Context: an optimization exercise on an open-source flow, tuned for small area. The choices shown serve that exercise and are no tape-out recipe. Function was checked by simulation only, so behaviour that the tests miss may differ from the original.

== wip/nickel ==
Design div_top, start of the top module:
module div_top (
    input  wire        i_clk,
    input  wire        i_rst,
    input  wire        en,
    input  wire [15:0] a,
    input  wire [15:0] b,
    output logic       done,
    output logic [15:0] result
);
Size: about 1700 cells after synthesis, about 52 I/O pins, ~12000 µm² of cells after synthesis.
export LEC_CHECK = 0
export ABC_AREA = 1
export CAP_MARGIN = 20
export CORE_MARGIN = 2
export CORE_UTILIZATION = 45
export GPL_TIMING_DRIVEN = 0
export SLEW_MARGIN = 20
create_clock -name core_clock -period 16.0 [get_ports {i_clk}]
standard.sh (not shown) runs the stock make flow with config.mk's settings and CLKGATE_MAP_FILE= SYNTH_SCRIPT=/design/flow/synth_recipe.tcl, a recipe that flattens the netlist after the stock synthesis.
==> flow/flow/run.sh <==
#!/bin/bash
# The standard layout with two changes that only affect buffering:
#  - port buffers are the smallest buffer cell,
#  - the buffers abc adds for fanout are removed at floorplan; repair_design
#    puts back what slew and capacitance need.
set -euo pipefail
export BUFFER_PORTS_ARGS="-buffer_cell sky130_fd_sc_hd__buf_1"
export REMOVE_ABC_BUFFERS=1
bash standard.sh > standard_flow.log 2>&1
Input-level comparison between wip/yarrow and wip/nickel:
- changing CORE_UTILIZATION from 45 to 60
==> summary.txt <==
wip/yarrow vs wip/nickel: number of buffers and inverters on the critical path up. wip/yarrow falls short of wip/nickel in clock skew. In wip/yarrow relative to wip/nickel, first-pass GRT wire length had gone down by a few percent. On combined area of the multi-input logic cells, wip/yarrow and wip/nickel are basically level. wip/yarrow and wip/nickel ended up with nearly the same share of the final layout cell area in sequential cells. wip/nickel -> wip/yarrow: residual overflow from global routing delta 0, exact match. wip/yarrow vs. wip/nickel: tap cell count went down, growth of design area from synthesis to finish went down.

Another version of the RTL of div_top (not shown whole).
For scale: ~38 flip-flops.
## div_top
module div_top (
    input  wire        i_clk,
    input  wire        i_rst,
    input  wire        en,
    input  wire [15:0] a,
    input  wire [15:0] b,
    output logic       done,
    output logic [15:0] result
);
clock: 16.0 ns
lec_check: 0
abc_area: 1
cap_margin: 20
core_margin: 2
core_utilization: 50
cts_buf_list: sky130_fd_sc_hd__clkbuf_4 sky130_fd_sc_hd__clkbuf_8
gpl_timing_driven: 0
slew_margin: 20
==> flow/flow/run.sh <==
#!/bin/bash
# The standard layout with changes that only affect mapping and buffering:
#  - abc maps for area without its own fanout buffering and upsizing
#    (flow/abc_area.script replaces ORFS's abc_area.script; every other
#    ORFS script is used as it is),
#  - port buffers are the smallest buffer cell,
#  - any buffers from synthesis are removed at floorplan; repair_design and
#    repair_timing add what slew, capacitance and timing need.
set -euo pipefail
here=$(pwd)
mkdir -p "$here/scripts"
for f in "$FLOW_HOME"/scripts/*; do
  ln -sf "$f" "$here/scripts/"
done
rm -f "$here/scripts/abc_area.script"
cp "$here/flow/abc_area.script" "$here/scripts/abc_area.script"
export SCRIPTS_DIR="$here/scripts"
export BUFFER_PORTS_ARGS="-buffer_cell sky130_fd_sc_hd__buf_1"
export REMOVE_ABC_BUFFERS=1
bash standard.sh > standard_flow.log 2>&1
==> flow/flow/abc_area.script <==
strash
dch
map -a
topo
stime -c
dnsize -c
The first run passed the timing, design-rule and antenna checks.
Edit:
Settings changed: CAP_MARGIN 20 to 0, CORE_UTILIZATION 50 to 55, SLEW_MARGIN 20 to 0.
What happened:
- Now the flow produced a layout that fails on capacitance limit, slew limit
- synthesized area stays the same
- register-to-register slack degrades by 0.23 ns
- via count came out higher by about 0.8%
- wire length is lower by 0.64%
Edit:
Settings changed: CAP_MARGIN 0 to 5, SLEW_MARGIN 0 to 5.
Outcome: The new run produced a clean layout; utilization stays flat; routed wire length fell by 0.86%; clock skew shrinks by 0.0049 ns; final cell count rises by 0.41%; maximum frequency fell by 0.95%; design area barely changes.

the baseline:
div_top again, from the RTL that the note above started with.
==> flow/config.mk <==
export PLATFORM = sky130hd
export DESIGN_NAME = div_top
export DESIGN_NICKNAME = div_top
export VERILOG_FILES = /design/flow/design.v
export SDC_FILE = /design/flow/constraint.sdc
export NUM_CORES = 4
export LEC_CHECK = 0
export ABC_AREA = 1
export CAP_MARGIN = 20
export CORE_MARGIN = 2
export CORE_UTILIZATION = 50
export CTS_BUF_LIST = sky130_fd_sc_hd__clkbuf_4 sky130_fd_sc_hd__clkbuf_8
export GPL_TIMING_DRIVEN = 0
export SLEW_MARGIN = 20
==> flow/constraint.sdc <==
create_clock -name core_clock -period 16.0 [get_ports {i_clk}]
set_input_delay 3.2000 -clock core_clock [delete_from_list [all_inputs] [get_ports {i_clk}]]
set_output_delay 3.2000 -clock core_clock [all_outputs]
set_load 0.01 [all_outputs]
==> flow/flow/run.sh <==
#!/bin/bash
# The standard layout with changes that only affect mapping and buffering:
#  - abc maps for area without its own fanout buffering and upsizing
#    (flow/abc_area.script replaces ORFS's abc_area.script; every other
#    ORFS script is used as it is),
#  - port buffers are the smallest buffer cell,
#  - abc buffers high fanout nets itself; repair_design and
#    repair_timing add what slew, capacitance and timing need.
set -euo pipefail
here=$(pwd)
mkdir -p "$here/scripts"
for f in "$FLOW_HOME"/scripts/*; do
  ln -sf "$f" "$here/scripts/"
done
rm -f "$here/scripts/abc_area.script"
cp "$here/flow/abc_area.script" "$here/scripts/abc_area.script"
export SCRIPTS_DIR="$here/scripts"
export BUFFER_PORTS_ARGS="-buffer_cell sky130_fd_sc_hd__buf_1"
export REMOVE_ABC_BUFFERS=0
bash standard.sh > standard_flow.log 2>&1
==> flow/flow/abc_area.script <==
strash
dch
map -a
topo
stime -c
buffer -c
dnsize -c
Input-level comparison between the candidate and the baseline:
Settings: an added PLACE_DENSITY of 0.75; a change of CORE_UTILIZATION from 50 to 55; a change of SLEW_MARGIN from 20 to 5; a change of CAP_MARGIN from 20 to 5.
-- flow/flow/run.sh --
<<< the baseline, line 7
#  - abc buffers high fanout nets itself; repair_design and
>>> the candidate, line 7
#  - any buffers from synthesis are removed at floorplan; repair_design and
<<< the baseline, line 19
export REMOVE_ABC_BUFFERS=0
>>> the candidate, line 19
export REMOVE_ABC_BUFFERS=1
==> flow/flow/abc_area.script <==
strash
dch
map -a
topo
stime -c
dnsize -c
Findings:
Sort the candidate and the baseline by number of tapcells, descending, and the baseline comes first.
Layout buffer count excluding clock buffers: the candidate vs the baseline down 56%
Compared with the baseline, total non-filler cell area in the finished layout in the candidate decreased slightly.
Diff the baseline -> the candidate | fmax | up slightly

## static timing again, ports no longer ideal
No port has a modelled driver above. Below, the same layouts with a new extraction and two added sets of constraints. Step 1 (the two cells are an assumption about what drives the block):
set clk [get_ports {i_clk}]
set_driving_cell -lib_cell sky130_fd_sc_hd__clkbuf_16 $clk
set_driving_cell -lib_cell sky130_fd_sc_hd__buf_2 [delete_from_list [all_inputs] $clk]
Step 2 adds t to the input delays and takes it off the output delays; t is the mean of the earliest and latest rising clock arrival at the registers after step 1. Input paths then give back, and output paths get back, about the clock's delay inside the block. Slacks: ideal / step 1 / step 2; pairs: ideal / step 1.
| run | shift t [ns] | setup WS [ns] | worst hold slack (ns) |
|---|---|---|---|
| wip/nickel | 0.341 | 0.728 / 0.756 / 0.416 | 0.512 / 0.512 / 0.512 |
| wip/yarrow | 0.338 | 0.644 / 0.667 / 0.329 | 0.507 / 0.507 / 0.507 |
| the first run of note 2 | 0.316 | 0.897 / 0.867 / 1.183 | 0.593 / 0.593 / 0.593 |
| the second run of note 2 | 0.331 | 0.637 / 0.604 / 0.935 | 0.547 / 0.547 / 0.547 |
| the third run of note 2 | 0.327 | 0.490 / 0.456 / 0.782 | 0.543 / 0.543 / 0.543 |
| the baseline | 0.328 | 0.614 / 0.584 / 0.912 | 0.557 / 0.557 / 0.557 |
| the candidate | 0.330 | 0.771 / 0.746 / 1.076 | 0.592 / 0.592 / 0.592 |
The setup slack of wip/yarrow, which loses most, moves by +0.023 ns with the drivers and by -0.315 ns with both steps.
